Source: an optimization exercise on an open RTL-to-GDS flow (aim: small area, a short achievable clock period and few clock cycles). Production flows keep margins and buffers that such runs may drop.
No functional check of the RTL was part of this run.
No activity file was given, so power comes from the tool's default toggle rates.

File: flow/config.mk
export PLATFORM = sky130hd
export DESIGN_NAME = md_unit
export DESIGN_NICKNAME = md_unit
export VERILOG_FILES = /design/flow/design.v
export SDC_FILE = /design/flow/constraint.sdc
export NUM_CORES = 4
export LEC_CHECK = 0
export CAP_MARGIN = 20
export CORE_MARGIN = 2
export CORE_UTILIZATION = 40
export SLEW_MARGIN = 20
File: flow/constraint.sdc
create_clock -name core_clock -period 5.5 [get_ports {CLK}]
set_input_delay 1.1000 -clock core_clock [delete_from_list [all_inputs] [get_ports {CLK}]]
set_output_delay 1.1000 -clock core_clock [all_outputs]
set_load 0.01 [all_outputs]
File: flow/design.v
`default_nettype none
package md_pkg;
    localparam int XLEN = 32;    
    typedef enum logic [2:0] {
        OP_NONE  = 3'd0,
        OP_MULT  = 3'd1,
        OP_MULTU = 3'd2,
        OP_DIV   = 3'd3,
        OP_DIVU  = 3'd4,
        OP_MTHI  = 3'd5,
        OP_MTLO  = 3'd6
    } md_op_t;
endpackage
`default_nettype wire
`timescale 1ns/100ps
`default_nettype none
module md_unit (
    input  logic        CLK,
    input  logic        RST_X,
    input  logic        start,
    input  md_pkg::md_op_t op,
    input  logic [31:0] a,
    input  logic [31:0] b,
    output logic        busy,
    output logic        done,
    output logic [31:0] hi,
    output logic [31:0] lo
);
    localparam logic [2:0] S_IDLE = 3'd0;
    localparam logic [2:0] S_MUL  = 3'd1;    
    localparam logic [2:0] S_MFIX = 3'd2;    
    localparam logic [2:0] S_DNEG = 3'd3;    
    localparam logic [2:0] S_DIV  = 3'd4;    
    localparam logic [2:0] S_QNEG = 3'd5;    
    localparam logic [2:0] S_RNEG = 3'd6;    
    logic [2:0]  state, state_n;
    logic [31:0] hi_n, lo_n;
    logic        hx, hx_n;           
    logic [31:0] m;                  
    logic        ms;                 
    logic        p, p_n;             
    logic [5:0]  cnt, cnt_n;         
    logic        sgn, na, nb, zb;    
    logic        done_n;
    logic        c_aen, c_amul, c_bm1, c_bm2, c_blo, c_bhi, c_inv;
    logic        c_aen_n, c_amul_n, c_bm1_n, c_bm2_n, c_blo_n, c_bhi_n, c_inv_n;
    logic [34:0] opa, opb, s, m35;
    logic [35:0] sum_c;
    assign m35 = {{2{ms}}, ms, m};
    assign opa = {{2{hx & c_amul}}, hx, hi} & {35{c_aen}};
    assign opb = ((m35 & {35{c_bm1}}) | ({m35[33:0], 1'b0} & {35{c_bm2}}) |
                  ({3'b0, lo} & {35{c_blo}}) | ({3'b0, hi} & {35{c_bhi}})) ^ {35{c_inv}};
    assign sum_c = {opa, 1'b1} + {opb, c_inv};
    assign s     = sum_c[35:1];
    logic mk16, mk4;
    assign mk16 = (lo[15:0] == {16{p}}) && (cnt <= 6'd16);
    assign mk4  = (lo[3:0]  == {4{p}})  && (cnt <= 6'd28);
    logic [31:0] dv;                 
    logic [31:0] gmask;              
    logic        dk16, dk4, dlast, fits;
    assign dv = m ^ {32{ms}};
    always_comb begin
        for (int j = 0; j < 31; j++) gmask[j] = ((dv >> (j + 1)) == '0);
        gmask[31] = 1'b1;
    end
    assign dk16 = ({hx, hi[31:17]} == '0) && (({hi[16:0], lo[31:17]} & gmask) == '0)
                  && (cnt <= 6'd16);
    assign dk4  = ({hx, hi[31:29]} == '0) && (({hi[28:0], lo[31:29]} & gmask) == '0)
                  && (cnt <= 6'd28);
    assign dlast = cnt[5];           
    assign fits  = !s[34];
    logic is_mul, is_div, is_sgn, arith;
    assign is_mul = (op == md_pkg::OP_MULT) || (op == md_pkg::OP_MULTU);
    assign is_div = (op == md_pkg::OP_DIV)  || (op == md_pkg::OP_DIVU);
    assign is_sgn = (op == md_pkg::OP_MULT) || (op == md_pkg::OP_DIV);
    assign arith  = start && (is_mul || is_div);
    logic [1:0] lom_n;               
    always_comb begin
        state_n = state;
        hi_n    = hi;
        lo_n    = lo;
        hx_n    = hx;
        p_n     = p;
        cnt_n   = cnt;
        done_n  = 1'b0;
        lom_n   = lo[3:2];
        case (state)
            S_MUL: begin
                if (mk16) begin
                    {hx_n, hi_n, lo_n} = {{16{hx}}, hx, hi, lo[31:16]};
                    cnt_n = cnt + 6'd16;
                    lom_n = lo[17:16];
                end else if (mk4) begin
                    {hx_n, hi_n, lo_n} = {{4{hx}}, hx, hi, lo[31:4]};
                    cnt_n = cnt + 6'd4;
                    lom_n = lo[5:4];
                end else begin
                    {hx_n, hi_n, lo_n} = {s[34:0], lo[31:2]};
                    p_n   = lo[1];
                    cnt_n = cnt + 6'd2;
                    lom_n = lo[3:2];
                end
                if (cnt_n[5]) begin
                    if (!sgn && p_n) state_n = S_MFIX;
                    else begin
                        state_n = S_IDLE;
                        done_n  = 1'b1;
                    end
                end
            end
            S_MFIX: begin
                hi_n    = s[31:0];
                state_n = S_IDLE;
                done_n  = 1'b1;
            end
            S_DNEG: begin
                lo_n    = s[31:0];
                state_n = S_DIV;
            end
            S_DIV: begin
                if (zb) begin
                    hi_n    = '0;
                    lo_n    = '0;
                    state_n = S_IDLE;
                    done_n  = 1'b1;
                end else if (dk16) begin
                    {hx_n, hi_n, lo_n} = {hi[16:0], lo, 16'b0};
                    cnt_n = cnt + 6'd16;
                end else if (dk4) begin
                    {hx_n, hi_n, lo_n} = {hi[28:0], lo, 4'b0};
                    cnt_n = cnt + 6'd4;
                end else begin
                    lo_n  = {lo[30:0], fits};
                    cnt_n = cnt + 6'd1;
                    if (dlast) begin
                        hi_n = fits ? s[31:0] : hi;
                        if (na ^ nb)  state_n = S_QNEG;
                        else if (na)  state_n = S_RNEG;
                        else begin
                            state_n = S_IDLE;
                            done_n  = 1'b1;
                        end
                    end else begin
                        {hx_n, hi_n} = fits ? {s[31:0], lo[31]} : {hi, lo[31]};
                    end
                end
            end
            S_QNEG: begin
                lo_n = s[31:0];
                if (na) state_n = S_RNEG;
                else begin
                    state_n = S_IDLE;
                    done_n  = 1'b1;
                end
            end
            S_RNEG: begin
                hi_n    = s[31:0];
                state_n = S_IDLE;
                done_n  = 1'b1;
            end
            default: ;
        endcase
        if (start) begin
            if (is_mul || is_div) begin
                hi_n    = '0;
                hx_n    = 1'b0;
                lo_n    = a;
                p_n     = 1'b0;
                cnt_n   = '0;
                lom_n   = a[1:0];
                state_n = is_mul ? S_MUL : ((is_sgn && a[31] && b != '0) ? S_DNEG : S_DIV);
            end else if (op == md_pkg::OP_MTHI) begin
                hi_n = a;
            end else if (op == md_pkg::OP_MTLO) begin
                lo_n = a;
            end
        end
    end
    logic ms_n;
    assign ms_n = arith ? (is_sgn && b[31]) : ms;
    always_comb begin
        c_aen_n  = 1'b1;
        c_amul_n = 1'b0;
        c_bm1_n  = 1'b0;
        c_bm2_n  = 1'b0;
        c_blo_n  = 1'b0;
        c_bhi_n  = 1'b0;
        c_inv_n  = 1'b0;
        case (state_n)
            S_MUL: begin
                c_amul_n = 1'b1;
                c_bm1_n  = (lom_n[0] ^ p_n);
                c_bm2_n  = (lom_n[1] != lom_n[0]) && (lom_n[0] == p_n);
                c_inv_n  = lom_n[1] && !(lom_n[0] && p_n);
            end
            S_MFIX: begin
                c_amul_n = 1'b1;
                c_bm1_n  = 1'b1;
            end
            S_DIV: begin
                c_bm1_n  = 1'b1;
                c_inv_n  = !ms_n;
            end
            S_DNEG, S_QNEG: begin
                c_aen_n  = 1'b0;
                c_blo_n  = 1'b1;
                c_inv_n  = 1'b1;
            end
            S_RNEG: begin
                c_aen_n  = 1'b0;
                c_bhi_n  = 1'b1;
                c_inv_n  = 1'b1;
            end
            default: ;
        endcase
    end
    always_ff @(posedge CLK or negedge RST_X) begin
        if (!RST_X) begin
            state <= S_IDLE;
            done  <= 1'b0;
            hi    <= '0;
            lo    <= '0;
        end else begin
            state <= state_n;
            done  <= done_n;
            hi    <= hi_n;
            lo    <= lo_n;
        end
    end
    always_ff @(posedge CLK) begin
        hx     <= hx_n;
        p      <= p_n;
        cnt    <= cnt_n;
        c_aen  <= c_aen_n;
        c_amul <= c_amul_n;
        c_bm1  <= c_bm1_n;
        c_bm2  <= c_bm2_n;
        c_blo  <= c_blo_n;
        c_bhi  <= c_bhi_n;
        c_inv  <= c_inv_n;
        if (arith) begin
            m   <= b;
            ms  <= is_sgn && b[31];
            sgn <= is_sgn;
            na  <= is_sgn && a[31];
            nb  <= is_sgn && b[31];
            zb  <= (b == '0);
        end
    end
    assign busy = (state != S_IDLE);
endmodule
`default_nettype wire
File: flow/run.sh
#!/bin/bash
# synth_recipe.tcl (not shown) runs the flow's synth.tcl, then flattens the netlist and writes it again
# the make line also repeats each setting of config.mk as NAME=value (left out here)
make -C /OpenROAD-flow-scripts/flow DESIGN_CONFIG=/design/flow/config.mk WORK_HOME=/design/flow/orfs CLKGATE_MAP_FILE= SYNTH_SCRIPT=/design/flow/synth_recipe.tcl finish
==> impl_metrics.toml <==
[global_route]
antenna_found_initial = 4
grt_util_all_layers_pct = 42.1
grt_pass1_wl_um = 112000
grt_pass1_vias = 16460
grt_remaining_overflow = 0
grt_start_max_net_pins = 76

[worst_hold_path]
worstHoldPathType = "reg2reg"
worstHoldStart = "cnt[4]"
holdPathStages = 2
min_to = "cnt[4]"

[clock_tree]
clock_sink_count = 120
cts_root_buf = "clkbuf_16"
numCtsBuffers = 17
post_cts_buffers = 0
path_clk_slew_ns = 0.06
clk_latency_ns = 0.47
cts.htree.levels = 4
clockBufferDepth = 2
cts_tree = "built"

[power]
combPwrFrac_pct = 75.3
switching_share_pct = 55.5
irDropWorstVdd_v = 0.000516
p_seq_share_pct = 14.4
p_clk_share_pct = 10.4
p_int_w = 0.00494
p_leak_nw = 6.47
switchingPower_w = 0.00615
powerDensity_nw_per_um2 = 666

[yosys]
synth_top_flop_cell = "dfrtp_1"
synth_common_cells = "nand2_1, clkbuf_1, nor2_1"
ys_seq_elements = 120
synthTopCellsByArea = "dfrtp_1, edfxtp_1, nand2_1, clkbuf_1, o21ai_0"
synth_area_um2 = 14000
yosysTopAreaCell = "dfrtp_1"
ys_types = 89
yosysMostFrequentCell = "nand2_1"
yosysSeqAreaShare_pct = 22.2
synth_nets = 1972
yosys_warnings = 1
synth-edff-count = 36
syn_inst = 1858
avgSynthCellArea_um2 = 7.54
netlist.area_leader.share_pct = 12.1
synthArstFlopShare_pct = 56.7

[floorplanning]
pin_count = 136
dieArea_um2 = 36500
die_w_um = 191
dieHeight_um = 191
coreArea_um2 = 34500
num_rows = 68
initial_core_util_pct = 40.5

[final_layout]
layout-drive-gt1-share_pct = 11.8
ff_latch_area_um2 = 3110
nNetsFinal = 2031
area_growth_pct = 18.7
multiInputGateArea_um2 = 10000
post_layout_nonfiller_instances = 2387
nFillCells = 3458

[detailed_routing]
dr_total_vias = 17471
route.met3.wl_um = 11100
drc = 0
wl_per_cell_um = 32.6
routed-wl-met2_um = 32200
met1Wirelength_um = 28300
ant_nets = 0
finalWirelength_um = 77800
highest-signal-layer = "met5"
drt_iter0_drc = 3371
viasPerCell = 7.32
dr.pass1.iters = 13

[setup_path]
rr_worst_depth = 12
reg2reg_from = "ms"
crit_path_start_kind = "flip-flop"
rrSetupSlack_ns = 0.25
timing.rr.end = "lo[3]"
crit_chain = "buf_4, or3_1, o32ai_1, nand4_1, a211oi_1, or4b_1, or4_2, buf_4, nand2_1, nor2_2, a221oi_1, nor2_1"
cp-end-kind = "flip-flop"
arrival_ns = 5.57
crit_buf_inv = 2
cp.required_ns = 5.82
max_stage_delay_ns = 0.63
critPathMostFrequentCell = "buf_4"
worstPathMaxFanout = 44
critPathSlowestCell = "nor2_2"
crit_family = "simple AND/OR/NAND/NOR gates"
worst-setup-path-type = "reg2reg"

[sta]
rsz0062_at_grt = "no"
fmaxAchievable_ghz = 0.190
fin_crit_sh_pct = 95.5
skew_ns = 0.0121
slew_violations = 0
worstMarginPinSlew_ns = 1.11
period_needed_ns = 5.25
slew-limit-headroom_pct = 25.9
final.setup.tns_ns = 0
hold_viol_final = 0
finalSetupViolCount = 0

[placement]
gp_congestion = 1.04
place.port_buffers = 135
detailed_place_hpwl_um = 54500
dp.cells = 2353

[run_status]
status = "timing/DRC/antenna clean"

[run]
cap_violations = 0
flip-flops by register name, indices dropped and copies added, names as in the netlist:
signal  cells
m          32
ms          1
c_blo       1
na          1
c_amul      1
cnt         6
sgn         1
hx          1
hi         32
zb          1
nb          1
c_bm2       1
done        1
c_inv       1
c_bm1       1
c_aen       1
c_bhi       1
p           1
state       3
lo         32
layout make-up:
class	count	area share, %
Clock inverter	14	0.730
Multi-Input combinational cell	1489	60.2
Tap cell	455	3.42
Clock buffer	18	2.71
Inverter	37	0.835
Antenna cell	2	0.0301
Sequential cell	120	18.7
Timing Repair Buffer	252	13.4
what timing repair did:
| item | CTS | global route |
|---|---|---|
| gates resized for setup | 0 | 1 |
| setup endpoints to repair | 0 | 1 |
| hold buffers | 0 | 0 |
worst max path at each step:
stage	from	endpoint	slack, ns	cells past startpoint
2_1_floorplan	ms	hi[8]	1.14	20
3_3_place_gp	ms	lo[3]	0.46	12
3_5_place_dp	ms	lo[3]	0.40	12
4_1_cts	ms	lo[3]	0.38	12
5_1_grt	c_bhi	hi[31]	0.16	15
6_report	ms	lo[3]	0.25	12
per-layer routing:
metal,GRT usage (%),up-vias
li1,-,7229
met1,51.1,8279
met2,61.1,1519
met3,17.7,436
met4,26.7,8
met5,0.962,-
cells by family after synthesis:
logic type / count (synthesis) / synth area share, %
mux: 75 / 7.44
flops: 120 / 22.2
buf+inv: 249 / 6.85
fa+ha+maj: 44 / 3.93
xor+xnor: 72 / 4.50
compound gates: 673 / 34.3
simple gates: 625 / 20.9
power by group through the flow:
stage / Combinational [W] / Clock, W / Sequential [W]
4_1_cts: 0.00792 / 0.00115 / 0.00154
3_3_place_gp: 0.00789 / 0 / 0.00156
6_report: 0.00834 / 0.00115 / 0.00159
2_1_floorplan: 0.00495 / 0 / 0.00141
3_5_place_dp: 0.00789 / 0 / 0.00156
5_1_grt: 0.00866 / 0.00119 / 0.00159
worst reg2reg max path: stages (launching register included):
cell      delay [ns]
dfxtp_1         0.54
buf_4           0.37
or3_1           0.45
o32ai_1         0.58
nand4_1         0.48
a211oi_1        0.35
or4b_1          0.16
or4_2           0.13
buf_4           0.62
nand2_1         0.22
nor2_2          0.63
a221oi_1        0.21
nor2_1          0.36
cell usage in the layout (no fill, tap or decap), types with 18 or more instances in the layout:
master           synthesis  layout
a31oi_1                 58      58
dfrtp_1                 68      68
o211ai_1                42      42
and2_1                  43      43
edfxtp_1                36      36
nand4_1                 18      18
a222oi_1                28      28
o22ai_1                 24      24
buf_4                    0     117
clkbuf_16                0      18
nor2_1                 140     137
inv_1                   34      33
a221oi_1                60      60
ha_1                    44      44
a22o_1                  34      34
a21oi_1                107     107
xnor2_1                 59      59
o21ai_0                122     122
clkdlybuf4s50_1          0     134
nand3_1                 54      54
nand2_1                238     237
nor3_1                  27      27
mux2i_1                 43      43
nor4_1                  23      23
mux4_2                  22      22
per-stage QoR:
| stage | worst slack [ns] | cell area (µm²) | hold slack, ns | util, % | power (W) |
|---|---|---|---|---|---|
| global placement | 0.457 | 16000 | 0.579 | 46.4 | 0.00945 |
| detailed placement | 0.401 | 16100 | 0.583 | 46.5 | 0.00944 |
| global route | 0.157 | 16600 | 0.627 | 48.1 | 0.0114 |
| floorplan | 1.14 | 14000 | 0.509 | - | 0.00635 |
| CTS | 0.383 | 16600 | 0.592 | 48.1 | 0.0106 |
| finish | 0.250 | 16600 | 0.589 | 48.1 | 0.0111 |

==> afterwards: timing with drivers on the ports <==
The flow's constraints put no driver on any port. The routed layout listed below was extracted and timed again, unchanged, in two steps. Step 1 (the two cells are an assumption about what drives the block):
set clk [get_ports {CLK}]
set_driving_cell -lib_cell sky130_fd_sc_hd__clkbuf_16 $clk
set_driving_cell -lib_cell sky130_fd_sc_hd__buf_2 [delete_from_list [all_inputs] $clk]
Step 2 also shifts input and output timing later by t, the mid clock arrival at the registers, as if the neighbouring blocks saw the same clock. Three values: ideal ports, drivers, drivers and shift; two values: the first two.
t, ns: 0.519
setup slack, ns: 0.250 / 0.250 / 0.250
worst hold slack (ns): 0.589 / 0.589 / 0.589
clock arrival spread, ns: 0.012 / 0.012
worst data-port slew with drivers (ns): 0.05
After both steps this run still meets setup and hold. For this run, drivers alone change the setup slack by 0.000 ns; drivers and shift together by 0.000 ns.
